What follows belongs to an exercise in optimizing a design on an open flow for small area, a short achievable clock period and few clock cycles per item; a production flow would make more cautious choices. RTL that was checked went through simulation tests only; none was proved equivalent to the original. Power figures rest on the tool's default switching activity, not on a simulated workload.

== the previous run ==
==> flow/design.v (excerpt) <==
module tpu_top
(
    input  logic        clk,
    input  logic        rst,
    input  logic        psel,
    input  logic        penable,
    input  logic        pwrite,
    input  logic [7:0]  paddr,
    input  logic [31:0] pwdata,
    output logic [31:0] prdata,
    output logic        pready,
    output logic        pslverr
);
    localparam int MW = 64;   
    logic [7:0] feat [16];       
    logic [7:0] wq   [4][4];     
    logic [6:0] res  [16];       
    logic       res_ok;          
    logic       busy;
    logic       done;
    logic       go_q;            
    logic       wact;            
    logic [3:0] wcnt;            
    logic [3:0] t;               
    logic [3:0] idx;
    logic       aligned, is_ctrl, is_status, is_feat, is_wgt, is_res, mapped;
    assign idx       = paddr[5:2];
    assign aligned   = (paddr[1:0] == 2'b00);
    assign is_ctrl   = (paddr == 8'h00);
    assign is_status = (paddr == 8'h04);
    assign is_feat   = aligned && (paddr[7:6] == 2'd1);
    assign is_wgt    = aligned && (paddr[7:6] == 2'd2);
    assign is_res    = aligned && (paddr[7:6] == 2'd3);
    assign mapped    = is_ctrl || is_status || is_feat || is_wgt || is_res;
    logic [7:0]    arow [4];     
    logic [MW-1:0] m, mq;
    logic [17:0]   r0, r1, sum;
    logic [6:0]    act, act_q;
    logic [6:0]    act_w;        
    logic          pz1, pz2, pz3;   
    logic [3:0]    e3;           
    logic          res_we;       
    tpu_dot4_a i_dot_a (
        .a0 (arow[0]),  .a1 (arow[1]),  .a2 (arow[2]),  .a3 (arow[3]),
        .w0 (wq[0][0]), .w1 (wq[1][0]), .w2 (wq[2][0]), .w3 (wq[3][0]),
        .m  (m)
    );
    tpu_dot4_b i_dot_b (
        .m  (mq),
        .r0 (r0),
        .r1 (r1)
    );
    assign sum    = r0 + r1 + 18'h20000;
    assign act    = sum[17] ? 7'd0 : (|sum[16:7]) ? 7'd127 : sum[6:0];
    assign act_w  = pz3 ? 7'd0 : act_q;
    assign e3     = t - 4'd3;
    assign res_we = wact;
    logic fin;                 
    logic busy_nx, done_nx;    
    logic err_setup;           
    assign fin     = wact && (wcnt == 4'd15);
    assign busy_nx = busy && !fin;
    assign done_nx = done || fin;
    assign err_setup = !mapped || (pwrite && (is_status || is_res))
                    || (pwrite && busy_nx && (is_feat || is_wgt || (is_ctrl && pwdata[0])));
  ...
For scale: about 3000 cells after synthesis, about 0.027 mm^2 of cells after synthesis.
Settings: LEC_CHECK=0, ABC_CLOCK_PERIOD_IN_PS=3400, CAP_MARGIN=20, CORE_MARGIN=2, CORE_UTILIZATION=55, SETUP_SLACK_MARGIN=5, SLEW_MARGIN=20; clock period 10.0 ns.
run.sh (not shown) runs the stock make flow with config.mk's settings and CLKGATE_MAP_FILE= SYNTH_SCRIPT=/design/flow/synth_recipe.tcl, a recipe that flattens the netlist after the stock synthesis.
Testbench counts of the previous run, summed over its fixed seeds: cycles 17,472, jobs 192.
[inputs] the current run vs the previous run
# the previous run
export LEC_CHECK = 0
export ABC_CLOCK_PERIOD_IN_PS = 3400
export CAP_MARGIN = 20
export CORE_MARGIN = 2
export CORE_UTILIZATION = 55
export SETUP_SLACK_MARGIN = 5
export SLEW_MARGIN = 20
create_clock -name core_clock -period 10.0 [get_ports {clk}]
# the current run
export LEC_CHECK = 0
export CAP_MARGIN = 20
export CORE_MARGIN = 2
export CORE_UTILIZATION = 55
export SLEW_MARGIN = 20
create_clock -name core_clock -period 10.0 [get_ports {clk}]
==> flow/flow/run.sh (new file) <==
#!/bin/bash
set -euo pipefail
bash standard.sh SETUP_SLACK_MARGIN=6.5 finish > flow_make.log 2>&1
==> flow/standard.sh (new file) <==
#!/bin/bash
# synth_recipe.tcl (not shown) runs the flow's synth.tcl, then flattens the netlist and writes it again
# the make line also repeats each setting of config.mk as NAME=value (left out here)
make -C /OpenROAD-flow-scripts/flow DESIGN_CONFIG=/design/flow/config.mk WORK_HOME=/design/flow/orfs CLKGATE_MAP_FILE= SYNTH_SCRIPT=/design/flow/synth_recipe.tcl "${@:-finish}"
removed: flow/run.sh
## What came out
Both conditions hold for the current run: the flow ran to the end and the final layout passed the timing, design-rule and antenna checks.
Diff the previous run..the current run | average cell area after synthesis | unchanged
Comparing the current run and the previous run, logic depth of the worst register-to-register path is higher on the current run.
The previous run has a lower area added between synthesis and finish than the current run.
The current run vs the previous run, cell area went up by about 7%.
Compared with the previous run, the current run shows a higher first-iteration detailed-routing DRC count.
Diff the previous run -> the current run | power per cell area | down by a few percent
Diff the previous run -> the current run | share of layout cells above drive strength 1 | increase of 8.7 points

* * *

Setup of oak:
tpu_top, a different RTL version from the one above (not shown whole).
Size: about 2500 cells after synthesis, roughly 500 flip-flops, roughly 27000 µm² of cells after synthesis.
## tpu_top
module tpu_top
(
    input  logic        clk,
    input  logic        rst,
    input  logic        psel,
    input  logic        penable,
    input  logic        pwrite,
    input  logic [7:0]  paddr,
    input  logic [31:0] pwdata,
    output logic [31:0] prdata,
    output logic        pready,
    output logic        pslverr
);
export LEC_CHECK = 0
export CAP_MARGIN = 20
export CORE_MARGIN = 2
export CORE_UTILIZATION = 70
export PLACE_DENSITY = 0.75
export SLEW_MARGIN = 20
create_clock -name core_clock -period 10.0 [get_ports {clk}]
standard.sh (not shown) runs the stock make flow with config.mk's settings and CLKGATE_MAP_FILE= SYNTH_SCRIPT=/design/flow/synth_recipe.tcl, a recipe that flattens the netlist after the stock synthesis.
==> flow/flow/run.sh <==
#!/bin/bash
set -euo pipefail
bash standard.sh SETUP_SLACK_MARGIN=6.8 MATCH_CELL_FOOTPRINT=0 \
    "BUFFER_PORTS_ARGS=-buffer_cell sky130_fd_sc_hd__buf_2" finish > flow_make.log 2>&1
oak ended with every stage complete and zero timing, DRC or antenna violations.
Testbench counts of oak, summed over its fixed seeds: cycles 17,664, jobs 192.
Modified inputs, pine compared to oak
Settings: removing PLACE_DENSITY (formerly 0.75); changing CORE_UTILIZATION from 70 to 55.
- Comparing pin slew with the least headroom to its limit for oak and pine, the smaller number came from oak.
- Taking oak as the reference, in pine time the final worst path needs with I/O delays and setup moved up, detailed-route vias per instance moved down.
- Delta(number of vias in the routed layout, pine - oak) < 0
- oak reports its critical path endpoint as prdata[24] while pine reports rd_q[2].
- Of oak and pine, the lower power density over the cells belongs to oak.
- pine against oak: global-route usage has decreased; global routing met3 resource utilization has decreased; synthesized net count has remained practically unchanged; worst slack at placement has increased; clock power share has increased.
- Run comparison: oak top routing layer in use met5; pine top routing layer in use met4
Input changes introduced in birch (baseline for comparison: pine):
Settings: PLACE_DENSITY: unset -> 0.75; CORE_UTILIZATION: 55 -> 70.
--- a/flow/flow/run.sh
+++ b/flow/flow/run.sh
@@ -3 +3 @@
-bash standard.sh SETUP_SLACK_MARGIN=6.8 MATCH_CELL_FOOTPRINT=0 \
+bash standard.sh SETUP_SLACK_MARGIN=6.6 MATCH_CELL_FOOTPRINT=0 \
[summary]
Compare birch and pine | final worst setup slack lower: birch. In the metrics for birch and pine, the one carrying the lower count of plain and timing-repair buffers is birch. Re number of rows created at floorplan: birch and pine aren't equal, and the lower value belongs to birch. First-pass GRT wire length (birch vs. pine) decreases by a little under 10%. birch vs pine: die footprint down by more than 10%. pine was larger in final cell area than birch. As of birch, peak ir drop on the vdd network had risen by more than a quarter compared to pine.
--- input diff birch..maple ---
--- a/flow/flow/run.sh
+++ b/flow/flow/run.sh
@@ -3 +3 @@
-bash standard.sh SETUP_SLACK_MARGIN=6.6 MATCH_CELL_FOOTPRINT=0 \
+bash standard.sh SETUP_SLACK_MARGIN=6.9 MATCH_CELL_FOOTPRINT=0 \
Notes after the runs:
For the overall via count from detail_route, maple came in 1260 higher than birch did.
Delta (maple minus birch): worst hold slack after final layout saw little to no change; wire length saw an increase; area growth from synthesis to final layout saw an increase.
Summary of maple over birch: worst slack at placement down 0.0042 ns; worst stage delay on the critical path climbed 0.11 ns; global routing usage on met2 saw an increase; relative slew slack fell by 6.6 points.

* * *

build 59:
tpu_top, a different RTL version from the one above (not shown whole).
Size: ~2,600 cells after synthesis, roughly 560 flip-flops, about 28,000 um^2 of cells after synthesis.
// tpu_top
module tpu_top
(
    input  logic        clk,
    input  logic        rst,
    input  logic        psel,
    input  logic        penable,
    input  logic        pwrite,
    input  logic [7:0]  paddr,
    input  logic [31:0] pwdata,
    output logic [31:0] prdata,
    output logic        pready,
    output logic        pslverr
);
Settings: LEC_CHECK=0, CAP_MARGIN=20, CORE_MARGIN=2, CORE_UTILIZATION=55, SLEW_MARGIN=20; clock period 10.0 ns.
==> flow/flow/run.sh <==
#!/bin/bash
set -euo pipefail
bash standard.sh SETUP_SLACK_MARGIN=7.0 MATCH_CELL_FOOTPRINT=0 \
    "BUFFER_PORTS_ARGS=-buffer_cell sky130_fd_sc_hd__buf_2" finish > flow_make.log 2>&1
Setup changes, build 59 to build 66
==> flow/flow/run.sh <==
#!/bin/bash
set -euo pipefail
bash standard.sh SETUP_SLACK_MARGIN=6.8 MATCH_CELL_FOOTPRINT=0 \
    "BUFFER_PORTS_ARGS=-buffer_cell sky130_fd_sc_hd__buf_2" finish > flow_make.log 2>&1
## What came out
Although build 66 finished all stages, its layout failed final checks on antenna rules.
Pin count of the biggest net entering global routing: build 66 vs build 59 up about 1%
The final reports for build 66 and build 59 show detailed-route via count lower in the former.
In the metrics for build 59 and build 66, the one carrying the lower fraction of area in multi-input gates is build 66.
The fraction of area in clock buffers and inverters of build 66 exceeds that of build 59 by 0.68 points.
Here is what was changed in the inputs of build 84 compared with build 66.
--- a/flow/config.mk
+++ b/flow/config.mk
@@ -7,2 +7,3 @@
 export LEC_CHECK = 0
+export ABC_AREA = 1
 export CAP_MARGIN = 20
==> summary.txt <==
- Build 66 and build 84 ended up with roughly the same number of clock sinks seen by CTS.
- Build 66 ended up with adder cells as its main combinational cell family by area after synthesis; build 84 ended up with simple AND/OR/NAND/NOR gates.
- Build 84 | status: complete | timing, DRC, antenna: pass
- [build 84] overall fraction of global-route tracks in use rose 1.9 points relative to build 66
- | final area | build 84 vs build 66 | about 1.5% higher |
- In build 84, the area fraction in compound gates after synthesis came out 1.7 points above the value in build 66.
- Build 66 → build 84: area used by multi-input combinational logic dropped about 4.5%, amount of wire on met3 after detailed routing higher, number of nets at the end of the flow grew by about 24%.
Function was not checked in any run of this note: the RTL went through the layout flow alone.

* * *

Another version of the RTL of tpu_top (not shown whole).
For scale: ~2600 cells after synthesis, ~510 flip-flops, about 0.028 mm^2 of cells after synthesis.
==> flow/config.mk <==
export PLATFORM = sky130hd
export DESIGN_NAME = tpu_top
export DESIGN_NICKNAME = tpu_top
export VERILOG_FILES = /design/flow/design.v
export SDC_FILE = /design/flow/constraint.sdc
export NUM_CORES = 4
export LEC_CHECK = 0
export CAP_MARGIN = 20
export CORE_MARGIN = 2
export CORE_UTILIZATION = 55
export SLEW_MARGIN = 20
==> flow/constraint.sdc <==
create_clock -name core_clock -period 10.0 [get_ports {clk}]
set_input_delay 2.0000 -clock core_clock [delete_from_list [all_inputs] [get_ports {clk}]]
set_output_delay 2.0000 -clock core_clock [all_outputs]
set_load 0.01 [all_outputs]
==> flow/flow/run.sh <==
#!/bin/bash
set -euo pipefail
bash standard.sh SETUP_SLACK_MARGIN=6.5 MATCH_CELL_FOOTPRINT=0 \
    "BUFFER_PORTS_ARGS=-buffer_cell sky130_fd_sc_hd__buf_2" finish > flow_make.log 2>&1
Testbench counts at the start, summed over its fixed seeds: cycles 17,472, jobs 192.
==> next run, changes <==
==> flow/flow/run.sh (replaced) <==
#!/bin/bash
set -euo pipefail
bash standard.sh SETUP_SLACK_MARGIN=6.7 MATCH_CELL_FOOTPRINT=0 \
    "BUFFER_PORTS_ARGS=-buffer_cell sky130_fd_sc_hd__buf_2" finish > flow_make.log 2>&1
- clock-buffer cell count rises by 5
- wire length goes up by 5.1%
- non-clock buffer count goes up by 21
- via count is higher by 2.3%
- sequential power barely changes
- register-to-register slack gains 50 ps
- clock skew went up by 25 ps
- first-iteration DRC count increases by 9.3%

* * *

tpu_top, a different RTL version from the one above (not shown whole).
Size in the first run: about 2,500 cells after synthesis, ~500 flip-flops, roughly 79 I/O pins, about 27,000 um^2 of cells after synthesis.
clock: 10.0 ns
lec_check: 0
cap_margin: 20
core_margin: 2
core_utilization: 65
place_density: 0.72
slew_margin: 20
==> flow/flow/run.sh <==
#!/bin/bash
set -euo pipefail
bash standard.sh SETUP_SLACK_MARGIN=6.8 MATCH_CELL_FOOTPRINT=0 \
    "BUFFER_PORTS_ARGS=-buffer_cell sky130_fd_sc_hd__buf_2" finish > flow_make.log 2>&1
The first run finished clean.
Edit:
--- a/flow/config.mk
+++ b/flow/config.mk
@@ -8,5 +8,4 @@
 export CAP_MARGIN = 20
 export CORE_MARGIN = 2
-export CORE_UTILIZATION = 65
-export PLACE_DENSITY = 0.72
+export CORE_UTILIZATION = 55
 export SLEW_MARGIN = 20
After rerunning: Final area stays flat; clock-buffer cell count increases by 7; sequential cell count is unchanged; sequential power stays flat; combinational power hardly moves; clock skew decreases by 0.011 ns; wire length came out higher by 2.4%; cell count climbs by 2.7%; worst hold slack is about the same; setup slack improved by 0.0073 ns.
Edit:
--- a/flow/config.mk
+++ b/flow/config.mk
@@ -8,4 +8,5 @@
 export CAP_MARGIN = 20
 export CORE_MARGIN = 2
-export CORE_UTILIZATION = 55
+export CORE_UTILIZATION = 70
+export PLACE_DENSITY = 0.75
 export SLEW_MARGIN = 20
- worst hold slack is about the same
- design area hardly moves
- clock power hardly moves
- routed wire length went down slightly
- first-iteration DRC count went up by roughly a tenth
- clock skew went up by 0.010 ns
- non-clock buffer count went down by 3
- setup slack got worse by 0.016 ns
- global-route usage went up by 6.9 points
- die area went down by about a fifth
- register-to-register slack improved by 0.02 ns
Function was not checked in any run of this note: the RTL went through the layout flow alone.

* * *

Another version of the RTL of tpu_top (not shown whole).
Size in the first run: ~3700 cells after synthesis, about 510 flip-flops, ~79 I/O pins, about 28000 um^2 of cells after synthesis.
clock: 10.0 ns
lec_check: 0
abc_area: 1
cap_margin: 20
core_margin: 2
core_utilization: 55
slew_margin: 20
==> flow/flow/run.sh <==
#!/bin/bash
set -euo pipefail
bash standard.sh SETUP_SLACK_MARGIN=6.8 MATCH_CELL_FOOTPRINT=0 finish > flow_make.log 2>&1
Testbench counts at the start, summed over its fixed seeds: cycles 17,472, jobs 192.
Edit:
==> flow/flow/run.sh (replaced) <==
#!/bin/bash
set -euo pipefail
bash standard.sh SETUP_SLACK_MARGIN=6.5 MATCH_CELL_FOOTPRINT=0 finish > flow_make.log 2>&1
What happened: The new run completed with no timing, DRC or antenna violations. Setup slack loses 0.0043 ns. Register-to-register slack is about the same. Non-clock buffer count drops by 8. Total power drops by 3.9%. Cell area drops by 2.5%. Clock skew drops by 0.015 ns. Wire length climbs by 4.6%.

## separate check: timing with driven ports
The results above use ideal ports. As a check the final layouts listed here were re-extracted and re-timed, cells and wires unchanged.
Step 1: set_driving_cell puts a clkbuf_16 on clk and a buf_2 on each other input, an assumption about the parent block.
Step 2 moves the port delays by t, midway between the first and last clock arrival at a register: inputs arrive t later, outputs are due t later. That takes back most of the time a late clock gives input paths.
Slacks: ideal ports / drivers / drivers and shift; pairs: ideal ports / drivers.
| run | shift t [ns] | setup slack, ns | worst hold slack (ns) | worst register clock-pin slew, ns |
|---|---|---|---|---|
| the previous run | 0.682 | 5.269 / 5.308 / 4.626 | 0.325 / 0.325 / 0.325 | 0.07 / 0.07 |
| the current run | 0.682 | 6.182 / 6.182 / 5.845 | 0.337 / 0.337 / 0.337 | 0.07 / 0.07 |
| oak | 0.649 | 6.776 / 6.712 / 6.063 | 0.333 / 0.333 / 0.333 | 0.07 / 0.07 |
| pine | 0.657 | 6.713 / 6.692 / 6.064 | 0.333 / 0.333 / 0.333 | 0.07 / 0.07 |
| birch | 0.659 | 6.623 / 6.659 / 5.999 | 0.326 / 0.326 / 0.326 | 0.07 / 0.07 |
| maple | 0.650 | 6.605 / 6.611 / 5.961 | 0.327 / 0.327 / 0.327 | 0.07 / 0.07 |
| build 59 | 0.670 | 6.753 / 6.694 / 6.078 | 0.326 / 0.326 / 0.326 | 0.07 / 0.07 |
| build 66 | 0.684 | 6.719 / 6.661 / 6.185 | 0.332 / 0.332 / 0.332 | 0.06 / 0.06 |
| build 84 | 0.681 | 6.636 / 6.579 / 6.090 | 0.354 / 0.354 / 0.354 | 0.07 / 0.07 |
| the first run of note 4 | 0.669 | 6.509 / 6.509 / 5.959 | 0.331 / 0.331 / 0.331 | 0.06 / 0.06 |
| the second run of note 4 | 0.667 | 6.554 / 6.554 / 6.057 | 0.328 / 0.328 / 0.328 | 0.06 / 0.06 |
| the first run of note 5 | 0.661 | 6.760 / 6.768 / 6.131 | 0.329 / 0.329 / 0.329 | 0.07 / 0.07 |
| the second run of note 5 | 0.647 | 6.767 / 6.783 / 6.136 | 0.326 / 0.326 / 0.326 | 0.06 / 0.06 |
| the third run of note 5 | 0.655 | 6.751 / 6.764 / 6.121 | 0.328 / 0.328 / 0.328 | 0.07 / 0.07 |
| the first run of note 6 | 0.673 | 6.554 / 6.554 / 6.040 | 0.326 / 0.326 / 0.326 | 0.07 / 0.07 |
| the second run of note 6 | 0.685 | 6.550 / 6.496 / 5.811 | 0.327 / 0.327 / 0.327 | 0.07 / 0.07 |
For the second run of note 6, which loses most, drivers alone change the setup slack by -0.054 ns; drivers and shift together by -0.739 ns.
